This is an optimization exercise on Yosys and OpenROAD, whose aim is small area and a short achievable clock period, not a production implementation. In this exercise RTL edits were held to simulation tests only and were not proved equivalent to the original.

==> v16: inputs <==
==> flow/design.v (excerpt) <==
module trn_rx_tlp_buffer #(
  parameter int DEPTH_LOG2 = 5
) (
  input  logic                 trn_clk,
  input  logic                 trn_reset_n,
  input  logic                 trn_lnk_up_n,
  input  logic [63:0]          trn_rd,
  input  logic                 trn_rrem_n,
  input  logic                 trn_rsof_n,
  input  logic                 trn_reof_n,
  input  logic                 trn_rsrc_rdy_n,
  input  logic                 trn_rsrc_dsc_n,
  input  logic                 trn_rerrfwd_n,
  input  logic [6:0]           trn_rbar_hit_n,
  output logic                 trn_rdst_rdy_n,
  output logic [63:0]          tlp_data,
  output logic                 tlp_sof,
  output logic                 tlp_eof,
  output logic                 tlp_rem_n,
  output logic                 tlp_errfwd,
  output logic [6:0]           tlp_bar_hit_n,
  output logic                 tlp_valid,
  input  logic                 tlp_ready,
  output logic                 err_pulse
);
Settings: LEC_CHECK=0, CAP_MARGIN=20, CORE_MARGIN=2, CORE_UTILIZATION=50, PLACE_DENSITY=0.72, SETUP_SLACK_MARGIN=1.8, SLEW_MARGIN=20, SYNTH_HIERARCHICAL=1; clock period 4.0 ns.
standard.sh (not shown) runs the stock make flow with config.mk's settings and CLKGATE_MAP_FILE= SYNTH_SCRIPT=/design/flow/synth_recipe.tcl, a recipe that flattens the netlist after the stock synthesis.
==> flow/flow/run.sh <==
#!/bin/bash
# Layout flow: the standard ORFS flow (standard.sh) with two changes:
#  - plain buffers, rather than the delay cells the resizer picks by default, on the ports;
#  - clock tree sinks clustered in bigger groups, without dummy loads (fewer clock buffers).
set -euo pipefail
bash standard.sh synth > synth.log 2>&1
bash standard.sh \
  "BUFFER_PORTS_ARGS=-buffer_cell sky130_fd_sc_hd__buf_2" \
  "CTS_ARGS=-sink_clustering_enable -repair_clock_nets -dont_use_dummy_load -sink_clustering_size 30 -sink_clustering_max_diameter 60" \
  finish > layout.log 2>&1
==> inputs of v1, as changes to v16 <==
--- a/flow/config.mk
+++ b/flow/config.mk
@@ -8,7 +8,7 @@
 export CAP_MARGIN = 20
 export CORE_MARGIN = 2
 export CORE_UTILIZATION = 50
-export PLACE_DENSITY = 0.72
+export PLACE_DENSITY = 0.65
 export SETUP_SLACK_MARGIN = 1.8
 export SLEW_MARGIN = 20
 export SYNTH_HIERARCHICAL = 1
==> impl_metrics.ini <==
[run_status]
outcome = complete, no violations

[placement]
dpl.cell_count = 7567
hpwl_mm = 157
placed_area_um2 = 95800

[routing]
viasPerCell = 6.80
wirelength_mm = 284

[sta]
whs_ns = 0.186
timing.final.crit_share = 0.565
tightest_slew_ns = 1.13

[worst_setup_path]
critical_path_depth = 5
cpPeakStageDelay_ns = 0.57
crit_buf_inv = 0
cp.arrival_ns = 2.95

[layout]
diodes = 5
multi_input_area_share = 0.166
fin_util = 0.567
fin_cells = 7797

[global_route]
met3_usage = 0.0640

[min_path]
hold_end = bar_q[5]$_DFFE_PP_

[pwr]
p_clk_w = 0.0143
seqPwrFrac = 0.611

[clock_tree]
postCtsSetupBuffers = 52
# the run above: v1

==> impl_metrics.ini <==
[run_status]
outcome = complete, no violations

[worst_setup_path]
crit_buf_inv = 3
cpPeakStageDelay_ns = 0.47

[sta]
whs_ns = 0.206
tightest_slew_ns = 1.18
timing.final.crit_share = 0.590

[clock_tree]
postCtsSetupBuffers = 110

[global_route]
met3_usage = 0.0715

[routing]
wirelength_mm = 275
viasPerCell = 6.91

[pwr]
seqPwrFrac = 0.620

[layout]
fin_cells = 7807
diodes = 2
fin_util = 0.572

[placement]
placed_area_um2 = 95500
hpwl_mm = 155

[min_path]
hold_end = bar_q[6]$_DFFE_PP_
# the run above: v16



==> inputs of run a <==
trn_rx_tlp_buffer, a different RTL version from the one above (not shown whole).
// trn_rx_tlp_buffer
module trn_rx_tlp_buffer #(
  parameter int DEPTH_LOG2 = 5
) (
  input  logic                 trn_clk,
  input  logic                 trn_reset_n,
  input  logic                 trn_lnk_up_n,
  input  logic [63:0]          trn_rd,
  input  logic                 trn_rrem_n,
  input  logic                 trn_rsof_n,
  input  logic                 trn_reof_n,
  input  logic                 trn_rsrc_rdy_n,
  input  logic                 trn_rsrc_dsc_n,
  input  logic                 trn_rerrfwd_n,
  input  logic [6:0]           trn_rbar_hit_n,
  output logic                 trn_rdst_rdy_n,
  output logic [63:0]          tlp_data,
  output logic                 tlp_sof,
  output logic                 tlp_eof,
  output logic                 tlp_rem_n,
  output logic                 tlp_errfwd,
  output logic [6:0]           tlp_bar_hit_n,
  output logic                 tlp_valid,
  input  logic                 tlp_ready,
  output logic                 err_pulse
);
Settings: LEC_CHECK=0, CAP_MARGIN=20, CORE_MARGIN=2, CORE_UTILIZATION=50, PLACE_DENSITY=0.65, SETUP_SLACK_MARGIN=1.7, SLEW_MARGIN=20, SYNTH_HIERARCHICAL=1; clock period 4.0 ns.
Scripts as last shown in full above: flow/flow/run.sh
==> run b (differences from run a) <==
--- a/flow/design.v
+++ b/flow/design.v
@@ -12,25 +12,27 @@
     ST_PKT  = 2'd1,
     ST_DROP = 2'd2
   } rx_state_e;
 endpackage
 module trn_rx_tlp_buffer_ram #(
   parameter int DEPTH_LOG2 = 5,
-  parameter int WIDTH      = 74
+  parameter int WIDTH      = 74,
+  parameter int NWG        = 1        
 ) (
   input  logic                      clk,
-  input  logic [2**DEPTH_LOG2-1:0]  wr_sel,
+  input  logic [NWG-1:0][2**DEPTH_LOG2-1:0] wr_sel,
   input  logic [WIDTH-1:0]          wr_dat,
   input  logic [2**DEPTH_LOG2-1:0]  rd_sel,
   output logic [WIDTH-1:0]          rd_dat
 );
   localparam int DEPTH = 2**DEPTH_LOG2;
   logic [WIDTH-1:0] mem_q [DEPTH];
   always_ff @(posedge clk) begin
     for (int i = 0; i < DEPTH; i++)
-      if (wr_sel[i]) mem_q[i] <= wr_dat;
+      for (int b = 0; b < WIDTH; b++)
+        if (wr_sel[b*NWG/WIDTH][i]) mem_q[i][b] <= wr_dat[b];
   end
   if (DEPTH == 32) begin : g_d32
     for (genvar b = 0; b < WIDTH; b++) begin : g_bit
       logic [3:0]  q;      
       logic [1:0]  r_n;    
       for (genvar g = 0; g < 4; g++) begin : g_oct
@@ -182,36 +184,51 @@
   for (genvar i = 0; i < 75; i++) begin : g_out_hold
     trn_rx_tlp_buffer_hold u_hold (
       .en (s2_take), .en_n (~s2_take), .d (out_beat_new[i]), .q (out_beat_q[i]), .y (out_beat_d[i])
     );
   end
   logic [2**AW-1:0] s1_sel_d;
-  logic [2**AW-1:0] fetch_sel, wr_sel;
+  localparam int NWG = 4;                    
+  logic [2**AW-1:0] fetch_sel;
+  logic [NWG-1:0][2**AW-1:0] wr_sel;
   always_comb begin
     fetch_sel = '0;
     fetch_sel[fetch_ptr_q[AW-1:0]] = 1'b1;
   end
-  logic [2**AW-1:0] wr_blk_dec, cm_blk_dec;
-  logic             at_cm;
+  logic [2**AW-1:0] wr_dec_n, cm_dec_n;
+  logic             at_cm_n;
   for (genvar i = 0; i < 2**AW; i++) begin : g_s1_hold
     trn_rx_tlp_buffer_hold u_hold (
       .en (rd_en), .en_n (~rd_en), .d (fetch_sel[i]), .q (s1_sel_q[i]), .y (s1_sel_d[i])
     );
   end
+  logic [AW-1:0] wr_ptr_dec_q, cm_ptr_dec_q;
+  logic          blk_dec_q;
+  trn_rx_tlp_buffer_creg #(.W(AW), .RST('0)) u_wr_copy (
+    .clk (trn_clk), .rst_n (trn_reset_n), .d (wr_ptr_d[AW-1:0]), .q (wr_ptr_dec_q)
+  );
+  trn_rx_tlp_buffer_creg #(.W(AW), .RST('0)) u_cm_copy (
+    .clk (trn_clk), .rst_n (trn_reset_n), .d (commit_ptr_d[AW-1:0]), .q (cm_ptr_dec_q)
+  );
+  trn_rx_tlp_buffer_creg #(.W(1), .RST(1'b1)) u_blk_copy (
+    .clk (trn_clk), .rst_n (trn_reset_n), .d (rdst_rdy_n_d), .q (blk_dec_q)
+  );
   trn_rx_tlp_buffer_wdec #(.AW(AW)) u_wdec (
-    .wr_ptr (wr_ptr_q[AW-1:0]),
-    .cm_ptr (commit_ptr_q[AW-1:0]),
-    .blk    (rdst_rdy_n_q),
-    .wr_dec (wr_blk_dec),
-    .cm_dec (cm_blk_dec)
+    .wr_ptr (wr_ptr_dec_q),
+    .cm_ptr (cm_ptr_dec_q),
+    .blk    (blk_dec_q),
+    .wr_dec_n (wr_dec_n),
+    .cm_dec_n (cm_dec_n)
   );
-  assign at_cm = pkt_q & ~trn_rsrc_rdy_n & sof;
-  for (genvar i = 0; i < 2**AW; i++) begin : g_rowen
-    trn_rx_tlp_buffer_rowen u_rowen (
-      .w (wr_blk_dec[i]), .c (cm_blk_dec[i]), .a (at_cm), .y (wr_sel[i])
-    );
+  assign at_cm_n = ~(pkt_q & ~trn_rsrc_rdy_n & sof);
+  for (genvar g = 0; g < NWG; g++) begin : g_wgrp
+    for (genvar i = 0; i < 2**AW; i++) begin : g_rowen
+      trn_rx_tlp_buffer_rowen u_rowen (
+        .w_n (wr_dec_n[i]), .c_n (cm_dec_n[i]), .a_n (at_cm_n), .y (wr_sel[g][i])
+      );
+    end
   end
   trn_rx_tlp_buffer_pkg::beat_t wr_beat;
   always_comb begin
     wr_beat           = '0;
     wr_beat.data      = trn_rd;
     wr_beat.rem_n     = trn_rrem_n;
@@ -254,12 +271,13 @@
     if (beat & sof) bar_q <= trn_rbar_hit_n;
     s1_sel_q <= s1_sel_d;
     {tlp_sof_q, tlp_bar_q, tlp_errfwd_q, tlp_rem_n_q, tlp_dat_q} <= out_beat_d[73:0];
   end
   trn_rx_tlp_buffer_ram #(
     .DEPTH_LOG2 (DEPTH_LOG2),
+    .NWG        (NWG),
     .WIDTH      (trn_rx_tlp_buffer_pkg::BEAT_W)
   ) u_ram (
     .clk     (trn_clk),
     .wr_sel  (wr_sel),
     .wr_dat  (wr_beat),
     .rd_sel  (s1_sel_q),
@@ -282,57 +300,57 @@
 module trn_rx_tlp_buffer_wdec #(
   parameter int AW = 5
 ) (
   input  logic [AW-1:0]    wr_ptr,
   input  logic [AW-1:0]    cm_ptr,
   input  logic             blk,
-  output logic [2**AW-1:0] wr_dec,
-  output logic [2**AW-1:0] cm_dec
+  output logic [2**AW-1:0] wr_dec_n,
+  output logic [2**AW-1:0] cm_dec_n
 );
   if (AW == 5) begin : g_aw5
-    logic [3:0] wr_lo_n, cm_lo_n;
-    logic [7:0] wr_hi_n, cm_hi_n;
-    trn_rx_tlp_buffer_predec2 u_wr_lo (.a(wr_ptr[1:0]), .blk(blk), .y_n(wr_lo_n));
-    trn_rx_tlp_buffer_predec2 u_cm_lo (.a(cm_ptr[1:0]), .blk(blk), .y_n(cm_lo_n));
-    trn_rx_tlp_buffer_predec3 u_wr_hi (.a(wr_ptr[4:2]), .y_n(wr_hi_n));
-    trn_rx_tlp_buffer_predec3 u_cm_hi (.a(cm_ptr[4:2]), .y_n(cm_hi_n));
+    logic [3:0] wr_lo, cm_lo;
+    logic [7:0] wr_hi, cm_hi;
+    trn_rx_tlp_buffer_predec2 u_wr_lo (.a(wr_ptr[1:0]), .blk(blk), .y(wr_lo));
+    trn_rx_tlp_buffer_predec2 u_cm_lo (.a(cm_ptr[1:0]), .blk(blk), .y(cm_lo));
+    trn_rx_tlp_buffer_predec3 u_wr_hi (.a(wr_ptr[4:2]), .y(wr_hi));
+    trn_rx_tlp_buffer_predec3 u_cm_hi (.a(cm_ptr[4:2]), .y(cm_hi));
     for (genvar i = 0; i < 32; i++) begin : g_row
-      trn_rx_tlp_buffer_nor2 u_wr (.a(wr_lo_n[i%4]), .b(wr_hi_n[i/4]), .y(wr_dec[i]));
-      trn_rx_tlp_buffer_nor2 u_cm (.a(cm_lo_n[i%4]), .b(cm_hi_n[i/4]), .y(cm_dec[i]));
+      trn_rx_tlp_buffer_nand2 u_wr (.a(wr_lo[i%4]), .b(wr_hi[i/4]), .y(wr_dec_n[i]));
+      trn_rx_tlp_buffer_nand2 u_cm (.a(cm_lo[i%4]), .b(cm_hi[i/4]), .y(cm_dec_n[i]));
     end
   end else begin : g_any
     always_comb begin
       for (int i = 0; i < 2**AW; i++) begin
-        wr_dec[i] = ~blk & (wr_ptr == AW'(i));
-        cm_dec[i] = ~blk & (cm_ptr == AW'(i));
+        wr_dec_n[i] = ~(~blk & (wr_ptr == AW'(i)));
+        cm_dec_n[i] = ~(~blk & (cm_ptr == AW'(i)));
       end
     end
   end
 endmodule
 module trn_rx_tlp_buffer_predec2 (
   input  logic [1:0] a,
   input  logic       blk,
-  output logic [3:0] y_n
+  output logic [3:0] y
 );
   always_comb begin
-    for (int k = 0; k < 4; k++) y_n[k] = blk | (a != 2'(k));
+    for (int k = 0; k < 4; k++) y[k] = ~blk & (a == 2'(k));
   end
 endmodule
 module trn_rx_tlp_buffer_predec3 (
   input  logic [2:0] a,
-  output logic [7:0] y_n
+  output logic [7:0] y
 );
   always_comb begin
-    for (int k = 0; k < 8; k++) y_n[k] = (a != 3'(k));
+    for (int k = 0; k < 8; k++) y[k] = (a == 3'(k));
   end
 endmodule
 module trn_rx_tlp_buffer_rowen (
-  input  logic w, c, a,
+  input  logic w_n, c_n, a_n,
   output logic y
 );
-  assign y = w | (a & c);
+  assign y = ~((a_n | c_n) & w_n);
 endmodule
 module trn_rx_tlp_buffer_hold (
   input  logic en, en_n, d, q,
   output logic y
 );
   assign y = (en & d) | (en_n & q);
@@ -345,6 +363,19 @@
 );
   always_ff @(posedge clk) begin
     if (!rst_n) q <= RST;
     else        q <= d;
   end
 endmodule
+module trn_rx_tlp_buffer_creg #(
+  parameter int          W   = 1,
+  parameter logic [W-1:0] RST = '0
+) (
+  input  logic         clk, rst_n,
+  input  logic [W-1:0] d,
+  output logic [W-1:0] q
+);
+  always_ff @(posedge clk) begin
+    if (!rst_n) q <= RST;
+    else        q <= d;
+  end
+endmodule
SETUP_SLACK_MARGIN = 2.0   (was 1.7)
TNS_END_PERCENT = 10   (was unset)
==> run c (differences from run a) <==
--- a/flow/design.v
+++ b/flow/design.v
@@ -101,13 +101,12 @@
   localparam int PW = DEPTH_LOG2 + 1;
   localparam logic [PW-1:0] DEPTH_V  = {1'b1, {DEPTH_LOG2{1'b0}}};
   localparam logic [PW-1:0] LEN_LAST = DEPTH_V - PW'(1);
   logic            pkt_q, drop_q;            
   logic [PW-1:0]   wr_ptr_q, commit_ptr_q, rd_ptr_q, fetch_ptr_q;
   logic            rdst_rdy_n_q, err_q;
-  logic [AW-1:0]   plen_q;                   
   logic [6:0]      bar_q;
   logic            s1_vld_q;
   logic [2**AW-1:0] s1_sel_q;                
   logic            tlp_valid_q, tlp_sof_q;
   logic            tlp_eof_q;                
   logic [63:0]     tlp_dat_q;
@@ -116,18 +115,19 @@
   logic beat, sof, eof, dsc, lnk_dn;
   assign lnk_dn = trn_lnk_up_n;
   assign beat   = ~trn_rsrc_rdy_n & ~rdst_rdy_n_q & ~trn_lnk_up_n;
   assign sof    = ~trn_rsof_n;
   assign eof    = ~trn_reof_n;
   assign dsc    = ~trn_rsrc_dsc_n;
-  logic [PW-1:0] wr_inc, cm_inc, rd_wrap;
+  logic [PW-1:0] wr_inc, cm_inc, rd_wrap, cm_wrap;
   logic          len_hit, dw31, dw32, dc31;
   assign wr_inc  = wr_ptr_q + PW'(1);
   assign cm_inc  = commit_ptr_q + PW'(1);
   assign rd_wrap = rd_ptr_q ^ DEPTH_V;
-  assign len_hit = &plen_q;                   
+  assign cm_wrap = commit_ptr_q ^ DEPTH_V;
+  assign len_hit = (wr_inc == cm_wrap);       
   assign dw32    = (wr_ptr_q == rd_wrap);     
   assign dw31    = (wr_inc == rd_wrap);       
   assign dc31    = (cm_inc == rd_wrap);       
   logic i_start, p_restart, p_eof, p_drop, p_dsc, p_cont, d_exit;
   assign i_start   = ~pkt_q & ~drop_q & beat & sof;
   assign p_dsc     = pkt_q & dsc & ~lnk_dn;
@@ -147,21 +147,12 @@
     else if (sel_c1) wr_ptr_d = cm_inc;
     else if (sel_w1) wr_ptr_d = wr_inc;
     commit_ptr_d = commit_ptr_q;
     if ((i_start & eof) | p_eof) commit_ptr_d = wr_inc;
     else if (p_restart & eof)    commit_ptr_d = cm_inc;
   end
-  logic          commit_evt;
-  logic [AW-1:0] plen_d;
-  assign commit_evt = ((i_start | p_restart) & eof) | p_eof;
-  always_comb begin
-    plen_d = plen_q;
-    if (sel_c | commit_evt) plen_d = '0;
-    else if (sel_c1)        plen_d = AW'(1);
-    else if (sel_w1)        plen_d = plen_q + AW'(1);
-  end
   logic pkt_d, drop_d, err_d;
   assign pkt_d  = ~lnk_dn & ((i_start & ~eof) | (pkt_q & ~p_dsc & ~p_eof & ~p_drop & ~(p_restart & eof)));
   assign drop_d = ~lnk_dn & ((drop_q & ~d_exit) | p_drop);
   assign err_d  = (lnk_dn & pkt_q)
                 | (~pkt_q & ~drop_q & beat & ~sof)
                 | p_dsc | p_restart | p_drop
@@ -178,26 +169,26 @@
   logic [74:0] out_beat_d, out_beat_q, out_beat_new;
   assign out_beat_q   = {tlp_eof_q, tlp_sof_q, tlp_bar_q, tlp_errfwd_q, tlp_rem_n_q, tlp_dat_q};
   assign out_beat_new = {ram_beat.eof, tlp_eof_q, ram_beat.bar_hit_n, ram_beat.errfwd,
                          ram_beat.rem_n, ram_beat.data};
   for (genvar i = 0; i < 75; i++) begin : g_out_hold
     trn_rx_tlp_buffer_hold u_hold (
-      .en (s2_take), .en_n (~s2_take), .d (out_beat_new[i]), .q (out_beat_q[i]), .y (out_beat_d[i])
+      .en (s2_take), .d (out_beat_new[i]), .q (out_beat_q[i]), .y (out_beat_d[i])
     );
   end
   logic [2**AW-1:0] s1_sel_d;
   logic [2**AW-1:0] fetch_sel, wr_sel;
   always_comb begin
     fetch_sel = '0;
     fetch_sel[fetch_ptr_q[AW-1:0]] = 1'b1;
   end
   logic [2**AW-1:0] wr_blk_dec, cm_blk_dec;
   logic             at_cm;
   for (genvar i = 0; i < 2**AW; i++) begin : g_s1_hold
     trn_rx_tlp_buffer_hold u_hold (
-      .en (rd_en), .en_n (~rd_en), .d (fetch_sel[i]), .q (s1_sel_q[i]), .y (s1_sel_d[i])
+      .en (rd_en), .d (fetch_sel[i]), .q (s1_sel_q[i]), .y (s1_sel_d[i])
     );
   end
   trn_rx_tlp_buffer_wdec #(.AW(AW)) u_wdec (
     .wr_ptr (wr_ptr_q[AW-1:0]),
     .cm_ptr (commit_ptr_q[AW-1:0]),
     .blk    (rdst_rdy_n_q),
@@ -222,25 +213,23 @@
   always_ff @(posedge trn_clk) begin
     if (!trn_reset_n) begin
       pkt_q        <= 1'b0;
       drop_q       <= 1'b0;
       wr_ptr_q     <= '0;
       commit_ptr_q <= '0;
-      plen_q       <= '0;
       rd_ptr_q     <= '0;
       fetch_ptr_q  <= '0;
       rdst_rdy_n_q <= 1'b1;
       err_q        <= 1'b0;
       s1_vld_q     <= 1'b0;
       tlp_valid_q  <= 1'b0;
     end else begin
       pkt_q        <= pkt_d;
       drop_q       <= drop_d;
       wr_ptr_q     <= wr_ptr_d;
       commit_ptr_q <= commit_ptr_d;
-      plen_q       <= plen_d;
       if (xfer)  rd_ptr_q    <= rd_ptr_q + PW'(1);
       if (rd_en) fetch_ptr_q <= fetch_ptr_q + PW'(1);
       rdst_rdy_n_q <= rdst_rdy_n_d;
       err_q        <= err_d;
       s1_vld_q     <= rd_en | (s1_vld_q & ~s2_take);
       tlp_valid_q  <= s2_take | (tlp_valid_q & ~xfer);
@@ -285,60 +274,30 @@
   input  logic [AW-1:0]    wr_ptr,
   input  logic [AW-1:0]    cm_ptr,
   input  logic             blk,
   output logic [2**AW-1:0] wr_dec,
   output logic [2**AW-1:0] cm_dec
 );
-  if (AW == 5) begin : g_aw5
-    logic [3:0] wr_lo_n, cm_lo_n;
-    logic [7:0] wr_hi_n, cm_hi_n;
-    trn_rx_tlp_buffer_predec2 u_wr_lo (.a(wr_ptr[1:0]), .blk(blk), .y_n(wr_lo_n));
-    trn_rx_tlp_buffer_predec2 u_cm_lo (.a(cm_ptr[1:0]), .blk(blk), .y_n(cm_lo_n));
-    trn_rx_tlp_buffer_predec3 u_wr_hi (.a(wr_ptr[4:2]), .y_n(wr_hi_n));
-    trn_rx_tlp_buffer_predec3 u_cm_hi (.a(cm_ptr[4:2]), .y_n(cm_hi_n));
-    for (genvar i = 0; i < 32; i++) begin : g_row
-      trn_rx_tlp_buffer_nor2 u_wr (.a(wr_lo_n[i%4]), .b(wr_hi_n[i/4]), .y(wr_dec[i]));
-      trn_rx_tlp_buffer_nor2 u_cm (.a(cm_lo_n[i%4]), .b(cm_hi_n[i/4]), .y(cm_dec[i]));
-    end
-  end else begin : g_any
-    always_comb begin
-      for (int i = 0; i < 2**AW; i++) begin
-        wr_dec[i] = ~blk & (wr_ptr == AW'(i));
-        cm_dec[i] = ~blk & (cm_ptr == AW'(i));
-      end
-    end
-  end
-endmodule
-module trn_rx_tlp_buffer_predec2 (
-  input  logic [1:0] a,
-  input  logic       blk,
-  output logic [3:0] y_n
-);
-  always_comb begin
-    for (int k = 0; k < 4; k++) y_n[k] = blk | (a != 2'(k));
-  end
-endmodule
-module trn_rx_tlp_buffer_predec3 (
-  input  logic [2:0] a,
-  output logic [7:0] y_n
-);
   always_comb begin
-    for (int k = 0; k < 8; k++) y_n[k] = (a != 3'(k));
+    for (int i = 0; i < 2**AW; i++) begin
+      wr_dec[i] = ~blk & (wr_ptr == AW'(i));
+      cm_dec[i] = ~blk & (cm_ptr == AW'(i));
+    end
   end
 endmodule
 module trn_rx_tlp_buffer_rowen (
   input  logic w, c, a,
   output logic y
 );
   assign y = w | (a & c);
 endmodule
 module trn_rx_tlp_buffer_hold (
-  input  logic en, en_n, d, q,
+  input  logic en, d, q,
   output logic y
 );
-  assign y = (en & d) | (en_n & q);
+  assign y = en ? d : q;
 endmodule
 module trn_rx_tlp_buffer_oreg #(
   parameter logic RST = 1'b0
 ) (
   input  logic clk, rst_n, d,
   output logic q
==> flow/flow/run.sh (replaced) <==
#!/bin/bash
# Layout flow: the standard ORFS flow (standard.sh) with two changes:
#  - plain buffers, rather than the delay cells the resizer picks by default, on the ports;
#  - clock tree sinks clustered in bigger groups, without dummy loads (fewer clock buffers).
set -euo pipefail
bash standard.sh synth > synth.log 2>&1
bash standard.sh \
  "BUFFER_PORTS_ARGS=-buffer_cell sky130_fd_sc_hd__buf_2" \
  "CTS_ARGS=-sink_clustering_enable -repair_clock_nets -dont_use_dummy_load -sink_clustering_size 35 -sink_clustering_max_diameter 70" \
  finish > layout.log 2>&1
==> results.json <==
{
  "final_cell_mix": "edfxtp_1 (2375), a22oi_1 (1186), nand4_1 (301)",
  "status": "no timing/DRC/antenna violations",
  "hold-worst-slack_ns": 0.191,
  "placed_area_sq_um": 94900,
  "yosys_warnings": 13,
  "holdPathEnd": "bar_q[0]$_DFFE_PP_",
  "ys_top_cells_by_count": "edfxtp_1 (2375), a22oi_1 (1186), nand4_1 (301), nor2_1 (278), dfxtp_1 (144)",
  "layout.nets": 5329,
  "numPlacedInstances": 7391,
  "worstSetupEndpoint": "tlp_eof_q$_SDFF_PN1_",
  "wl_met3_um": 30200,
  "ir_drop_mv": 0.474,
  "finalPower_mw": 50.2,
  "fillers": 13400,
  "antenna_found_initial": 15,
  "ys_top_cells_by_area": "edfxtp_1 (80%), a22oi_1 (10%), dfxtp_1 (3.2%)",
  "synthesis.nets": 4866
}
-- figures above: run a

==> results.json <==
{
  "ir_drop_mv": 0.449,
  "layout.nets": 5379,
  "placed_area_sq_um": 96000,
  "wl_met3_um": 29400,
  "worstSetupEndpoint": "u_ram.mem_q[5][23]$_DFFE_PP_",
  "numPlacedInstances": 7422,
  "fillers": 13400,
  "hold-worst-slack_ns": 0.261,
  "antenna_found_initial": 12,
  "yosys_warnings": 12,
  "status": "no timing/DRC/antenna violations",
  "finalPower_mw": 47.7,
  "synthesis.nets": 4858,
  "holdPathEnd": "bar_q[0]$_DFFE_PP_"
}
-- figures above: run c

==> results.json <==
{
  "ir_drop_mv": 0.400,
  "status": "no timing/DRC/antenna violations",
  "ys_top_cells_by_area": "edfxtp_1 (79%), a22oi_1 (9.9%), dfxtp_1 (3.4%)",
  "die_area_sq_um": 184000,
  "hold-worst-slack_ns": 0.186,
  "numPlacedInstances": 7562,
  "holdPathEnd": "bar_q[1]$_DFFE_PP_",
  "antenna_found_initial": 6,
  "placed_area_sq_um": 95700,
  "fillers": 13300,
  "wl_met3_um": 36400,
  "synthesis.nets": 5003,
  "final_cell_mix": "edfxtp_1 (2375), a22oi_1 (1180), nand4_1 (302)",
  "layout.nets": 5577,
  "worstSetupEndpoint": "u_ram.mem_q[18][36]$_DFFE_PP_"
}
-- figures above: run b

[port drivers added, routing unchanged]
Ports are ideal in the flow. The routed layouts listed here were re-timed in OpenROAD.
Step 1 (the two cells are an assumption about what drives the block):
set clk [get_ports {trn_clk}]
set_driving_cell -lib_cell sky130_fd_sc_hd__clkbuf_16 $clk
set_driving_cell -lib_cell sky130_fd_sc_hd__buf_2 [delete_from_list [all_inputs] $clk]
Step 2, shift: input delay + t, output delay - t, t = (earliest + latest rising clock arrival at the registers) / 2. This alone moves slack from input paths to output paths.
a / b / c = no drivers / after step 1 / after step 2; a / b = the first two.
| run | shift t [ns] | setup WS [ns] | worst setup path at the end | worst data-port slew with drivers (ns) |
|---|---|---|---|---|
| v16 | 0.892 | 1.639 / 1.639 / 0.933 | input to register | 0.18 |
| v1 | 0.896 | 1.739 / 1.739 / 1.004 | input to register | 0.05 |
| run a | 0.886 | 1.680 / 1.662 / 1.170 | input to register | 0.14 |
| run b | 0.899 | 1.620 / 1.620 / 0.995 | input to register | 0.06 |
| run c | 0.854 | 1.601 / 1.601 / 1.139 | input to register | 0.08 |
After both steps setup and hold are still met in every run listed. The setup slack of v1, which loses most, moves by 0.000 ns with the drivers and by -0.735 ns with both steps.
